Source: an optimization exercise on an open RTL-to-GDS flow (aim: small area, a short achievable clock period and few clock cycles per item). Production flows keep margins and buffers that such runs may drop.
Function was checked by simulation only, so behaviour that the tests miss may differ from the original.

==> flow/design.v <==
module md_unit (
  input  logic        clk,
  input  logic        reset,
  input  logic        MD_start,
  input  logic [1:0]  MDop,
  input  logic        MD_mtHI,
  input  logic        MD_mtLO,
  input  logic        MD_Rsel,
  input  logic        usehl_D,
  input  logic [31:0] A,
  input  logic [31:0] B,
  output logic [31:0] rd_data,
  output logic        busy,
  output logic        md_stall,
  output logic [31:0] HI_out,
  output logic [31:0] LO_out
);
  localparam int K  = 8;           
  localparam int NC = 32 / K;      
  localparam int CW = $clog2(NC + 1);
  localparam int AW = $clog2(NC);
  logic [31:0]   hi_q, lo_q, m_q;
  logic [CW-1:0] cnt_q;            
  logic [AW-1:0] al_q;             
  logic          nr_q, nq_q;       
  logic          div_q, sgn_q, nb_q;
  logic [31:0]   hi_d, lo_d, m_d;
  logic [CW-1:0] cnt_d;
  logic [AW-1:0] al_d;
  logic          nr_d, nq_d, div_d, sgn_d, nb_d;
  logic [31:0] hi_o, lo_o, hi_or, lo_or;
  logic        fill;
  always_comb begin
    fill = sgn_q & hi_q[31];
    hi_or[0] = 1'b0;
    lo_or[0] = 1'b0;
    for (int j = 1; j < 32; j++) begin
      hi_or[j] = hi_or[j-1] | hi_q[j-1];
      lo_or[j] = lo_or[j-1] | lo_q[j-1];
    end
    hi_o = hi_q ^ ({32{nr_q}} & hi_or);
    lo_o = lo_q ^ ({32{nq_q}} & lo_or);
    for (int a = 1; a < NC; a++) begin
      if (al_q == AW'(a)) begin
        hi_o = 32'({{32{fill}}, hi_q} >> (K * a));
        lo_o = (lo_q >> (K * a)) | (hi_q << (32 - K * a));
      end
    end
  end
  assign busy     = (cnt_q != '0);
  assign HI_out   = hi_o;
  assign LO_out   = lo_o;
  assign rd_data  = MD_Rsel ? lo_o : hi_o;
  assign md_stall = usehl_D & (MD_start | busy);
  logic          op_sgn, a_neg, b_neg, quick, bzero, swap;
  logic [31:0]   a_or, abs_a, b_mag;
  logic [5:0]    wa, wb;
  logic signed [7:0] nqb;
  logic [CW-1:0] cdiv, cmul, ca, cb;
  always_comb begin
    op_sgn = ~MDop[0];
    a_neg  = op_sgn & A[31];
    b_neg  = op_sgn & B[31];
    a_or[0] = 1'b0;
    for (int j = 1; j < 32; j++) a_or[j] = a_or[j-1] | A[j-1];
    abs_a = A ^ ({32{a_neg}} & a_or);
    b_mag = B ^ {32{b_neg}};           
    bzero = (B == 32'b0);
    wa = '0;
    wb = '0;
    for (int j = 0; j < 32; j++) begin
      if (abs_a[j]) wa = 6'(j + 1);
      if (b_mag[j]) wb = 6'(j + 1);
    end
    nqb   = 8'(wa) - 8'(wb) + 8'd1;
    quick = (nqb <= 0);
    cdiv  = CW'(NC);
    for (int c = NC - 1; c >= 1; c--)
      if (nqb <= K * c) cdiv = CW'(c);
    ca = CW'(NC);
    cb = CW'(NC);
    for (int c = NC - 1; c >= 1; c--) begin
      if (op_sgn ? ((A >> (K * c - 1)) == '0 || (~A >> (K * c - 1)) == '0)
                 : ((A >> (K * c)) == '0)) ca = CW'(c);
      if (op_sgn ? ((B >> (K * c - 1)) == '0 || (~B >> (K * c - 1)) == '0)
                 : ((B >> (K * c)) == '0)) cb = CW'(c);
    end
    swap = (ca < cb);                  
    cmul = swap ? ca : cb;
  end
  function automatic logic [32+K:0] sk_add(input logic [32+K:0] x, input logic [32+K:0] y,
                                           input logic ci, input int w);
    logic [32+K:0] p, g, gg, pp, r;
    p  = x ^ y;
    g  = x & y;
    g[0] = g[0] | (p[0] & ci);
    gg = g;
    pp = p;
    for (int l = 1; l < w; l = l * 2)
      for (int i = 0; i < w; i++)
        if ((i / l) % 2 == 1) begin
          gg[i] = gg[i] | (pp[i] & gg[(i / l) * l - 1]);
          pp[i] = pp[i] & pp[(i / l) * l - 1];
        end
    r = '0;
    r[0] = p[0] ^ ci;
    for (int i = 1; i <= 32 + K; i++)
      if (i < w) r[i] = p[i] ^ gg[i-1];
      else if (i == w) r[i] = gg[i-1];
    sk_add = r;
  endfunction
  logic [31+K:0] xs [0:K];
  logic [K-1:0]  qb, bb;
  logic [31:0]   mm;
  logic          cdv, csg, clast, y32;
  always_comb begin
    mm    = m_q;
    bb    = lo_q[K-1:0];
    cdv   = div_q;
    csg   = sgn_q;
    clast = (cnt_q == CW'(1));
    y32   = cdv | (csg & mm[31]);
    xs[0] = div_q ? {hi_q, lo_q[31:32-K]} : {{K{sgn_q & hi_q[31]}}, hi_q};
    for (int i = 0; i < K; i++) begin
      logic [32+K:0] xw, yw, sw;
      logic [K-1:0]  tp, tn;
      logic          ci, sub, sel, c33, inc, dec;
      sub = ~cdv & csg & clast & (i == 0);      
      xw  = {1'b0, xs[i]} >> (K - 1 - i);
      xw  = xw & {{K{1'b0}}, {33{1'b1}}};
      yw  = {{K{1'b0}}, {y32, mm} ^ {33{sub}}};
      ci  = cdv ? ~nb_q : sub;
      sw  = sk_add(xw, yw, ci, 33);
      c33 = sw[33];
      sel = cdv ? c33 : bb[K-1-i];
      qb[K-1-i] = c33;
      tp  = (K)'(xs[i] >> (K + 32 - i));
      inc = c33 & ~y32;
      dec = ~c33 & y32;
      tn  = tp;
      for (int k = 0; k < K; k++) if (k < i)
        tn[k] = tp[k] ^ ((inc & ((tp & ((K)'(1) << k) - (K)'(1)) == ((K)'(1) << k) - (K)'(1)))
                       | (dec & ((tp & ((K)'(1) << k) - (K)'(1)) == '0)));
      xs[i+1] = xs[i];
      if (sel) begin
        xs[i+1] = (xs[i] & ~({(32+K){1'b1}} << (K - 1 - i))) | ((31+K+1)'(sw[32:0]) << (K - 1 - i));
        if (i > 0)
          xs[i+1] = (xs[i+1] & ~({(32+K){1'b1}} << (K + 32 - i))) | ((31+K+1)'(tn) << (K + 32 - i));
      end
    end
  end
  logic s_bdiv, s_bmul, s_smul, s_szero, s_sdiv, s_idle, s_wHI, s_wLO, s_keepHI, s_keepLO;
  logic [NC-1:0] s_norm;
  always_comb begin
    s_bdiv = busy & div_q;
    s_bmul = busy & ~div_q;
    s_idle = ~busy;
    s_smul = s_idle & MD_start & ~MDop[1] & (A != 32'b0) & ~bzero;
    s_szero = s_idle & MD_start & ~MDop[1] & ((A == 32'b0) | bzero);
    s_sdiv = s_idle & MD_start & MDop[1] & ~bzero;
    s_wHI    = s_idle & ~MD_start & MD_mtHI;
    s_wLO    = s_idle & ~MD_start & MD_mtLO;
    s_keepHI = s_idle & ~s_smul & ~s_szero & ~s_sdiv & ~s_wHI;
    s_keepLO = s_idle & ~s_smul & ~s_szero & ~s_sdiv & ~s_wLO;
    for (int c = 1; c <= NC; c++) s_norm[c-1] = s_sdiv & ~quick & (cdiv == CW'(c));
    hi_d = ({32{s_bdiv}} & xs[K][31:0])
         | ({32{s_bmul}} & xs[K][31+K:K])
         | ({32{s_wHI | (s_sdiv & quick)}} & A)
         | ({32{s_keepHI}} & hi_o);
    lo_d = ({32{s_bdiv}} & {lo_q[31-K:0], qb})
         | ({32{s_bmul}} & {xs[K][K-1:0], lo_q[31:K]})
         | ({32{s_wLO | (s_smul & swap)}} & A)
         | ({32{s_smul & ~swap}} & B)
         | ({32{s_keepLO}} & lo_o);
    for (int c = 1; c <= NC; c++) begin
      hi_d = hi_d | ({32{s_norm[c-1]}} & (abs_a >> (K * c)));
      lo_d = lo_d | ({32{s_norm[c-1]}} & (abs_a << (32 - K * c)));
    end
    m_d   = busy ? m_q : (MDop[1] ? (b_neg ? B : ~B) : (swap ? B : A));
    div_d = busy ? div_q : MDop[1];
    sgn_d = busy ? sgn_q : (op_sgn & ~MDop[1]);
    nb_d  = busy ? nb_q : b_neg;
    cnt_d = busy ? cnt_q - CW'(1) : '0;
    al_d  = '0;
    nr_d  = busy & nr_q;
    nq_d  = busy & nq_q;
    if (s_smul) begin
      cnt_d = cmul;
      al_d  = AW'(NC - cmul);
    end
    if (s_sdiv & ~quick) begin
      cnt_d = cdiv;
      nr_d  = a_neg;
      nq_d  = a_neg ^ b_neg;
    end
    if (busy) al_d = al_q;
  end
  always_ff @(posedge clk or posedge reset) begin
    if (reset) begin
      hi_q  <= 32'b0;
      lo_q  <= 32'b0;
      cnt_q <= '0;
      al_q  <= '0;
      nr_q  <= 1'b0;
      nq_q  <= 1'b0;
    end else begin
      hi_q  <= hi_d;
      lo_q  <= lo_d;
      cnt_q <= cnt_d;
      al_q  <= al_d;
      nr_q  <= nr_d;
      nq_q  <= nq_d;
    end
  end
  always_ff @(posedge clk) begin
    m_q   <= m_d;
    div_q <= div_d;
    sgn_q <= sgn_d;
    nb_q  <= nb_d;
  end
endmodule
export LEC_CHECK = 0
export ABC_AREA = 1
export CAP_MARGIN = 20
export CORE_MARGIN = 2
export CORE_UTILIZATION = 50
export SLEW_MARGIN = 20
create_clock -name core_clock -period 90.0 [get_ports {clk}]
run.sh (not shown) runs the stock make flow with config.mk's settings and CLKGATE_MAP_FILE= SYNTH_SCRIPT=/design/flow/synth_recipe.tcl, a recipe that flattens the netlist after the stock synthesis.
The first run produced a clean layout.
Testbench counts at the start, summed over its fixed seeds: cycles 7,600, ops 3,200.
Then changed:
--- a/flow/design.v
+++ b/flow/design.v
@@ -148,29 +148,30 @@
           xs[i+1] = (xs[i+1] & ~({(32+K){1'b1}} << (K + 32 - i))) | ((31+K+1)'(tn) << (K + 32 - i));
       end
     end
   end
-  logic s_bdiv, s_bmul, s_smul, s_szero, s_sdiv, s_idle, s_wHI, s_wLO, s_keepHI, s_keepLO;
+  logic s_bdiv, s_bmul, s_smul, s_szero, s_sd1, s_sdiv, s_idle, s_wHI, s_wLO, s_keepHI, s_keepLO;
   logic [NC-1:0] s_norm;
   always_comb begin
     s_bdiv = busy & div_q;
     s_bmul = busy & ~div_q;
     s_idle = ~busy;
     s_smul = s_idle & MD_start & ~MDop[1] & (A != 32'b0) & ~bzero;
     s_szero = s_idle & MD_start & ~MDop[1] & ((A == 32'b0) | bzero);
-    s_sdiv = s_idle & MD_start & MDop[1] & ~bzero;
+    s_sd1  = s_idle & MD_start & MDop[1] & ((B == 32'd1) | (op_sgn & (B == '1)));
+    s_sdiv = s_idle & MD_start & MDop[1] & ~bzero & ~s_sd1;
     s_wHI    = s_idle & ~MD_start & MD_mtHI;
     s_wLO    = s_idle & ~MD_start & MD_mtLO;
-    s_keepHI = s_idle & ~s_smul & ~s_szero & ~s_sdiv & ~s_wHI;
-    s_keepLO = s_idle & ~s_smul & ~s_szero & ~s_sdiv & ~s_wLO;
+    s_keepHI = s_idle & ~s_smul & ~s_szero & ~s_sd1 & ~s_sdiv & ~s_wHI;
+    s_keepLO = s_idle & ~s_smul & ~s_szero & ~s_sd1 & ~s_sdiv & ~s_wLO;
     for (int c = 1; c <= NC; c++) s_norm[c-1] = s_sdiv & ~quick & (cdiv == CW'(c));
     hi_d = ({32{s_bdiv}} & xs[K][31:0])
          | ({32{s_bmul}} & xs[K][31+K:K])
          | ({32{s_wHI | (s_sdiv & quick)}} & A)
          | ({32{s_keepHI}} & hi_o);
     lo_d = ({32{s_bdiv}} & {lo_q[31-K:0], qb})
          | ({32{s_bmul}} & {xs[K][K-1:0], lo_q[31:K]})
-         | ({32{s_wLO | (s_smul & swap)}} & A)
+         | ({32{s_wLO | s_sd1 | (s_smul & swap)}} & A)
          | ({32{s_smul & ~swap}} & B)
          | ({32{s_keepLO}} & lo_o);
     for (int c = 1; c <= NC; c++) begin
       hi_d = hi_d | ({32{s_norm[c-1]}} & (abs_a >> (K * c)));
@@ -182,9 +183,9 @@
     nb_d  = busy ? nb_q : b_neg;
     cnt_d = busy ? cnt_q - CW'(1) : '0;
     al_d  = '0;
     nr_d  = busy & nr_q;
-    nq_d  = busy & nq_q;
+    nq_d  = (busy & nq_q) | (s_sd1 & b_neg);
     if (s_smul) begin
       cnt_d = cmul;
       al_d  = AW'(NC - cmul);
     end
=> The new run ran to the end with no violations. Final cell count stays flat. Maximum frequency rises by 0.86%. Register-to-register slack gets worse by 0.66 ns. Die area falls by 0.54%. First-iteration DRC count rises by 5.7%. Non-clock buffer count rises by 6.
Testbench counts after the change, summed over its fixed seeds: cycles 7,267, ops 3,200.

==> static timing again, ports no longer ideal <==
In the flow no input, the clock included, has a driving cell. The finished layouts below were timed again as built, in two steps. Step 1 assumes that a clkbuf_16 drives the clock port and a buf_2 every other input. Step 2 times the ports against the registers' clock, not the clock port: input delays grow and output delays shrink by t, the midpoint of the rising clock arrivals with the driver on. Slacks: ideal / step 1 / step 2; pairs: ideal / step 1.
run | t, ns | setup WS [ns] | hold WS [ns] | latest minus earliest clock arrival (ns) | worst data-port slew with drivers (ns)
the first run | 0.451 | 51.562 / 51.539 / 51.539 | 0.533 / 0.533 / 0.533 | 0.024 / 0.023 | 0.08
the second run | 0.446 | 51.889 / 51.868 / 51.868 | 0.583 / 0.583 / 0.583 | 0.011 / 0.010 | 0.04
After both steps setup and hold are still met in every run listed. For the first run, which loses most, drivers alone change the setup slack by -0.023 ns; drivers and shift together by -0.023 ns.
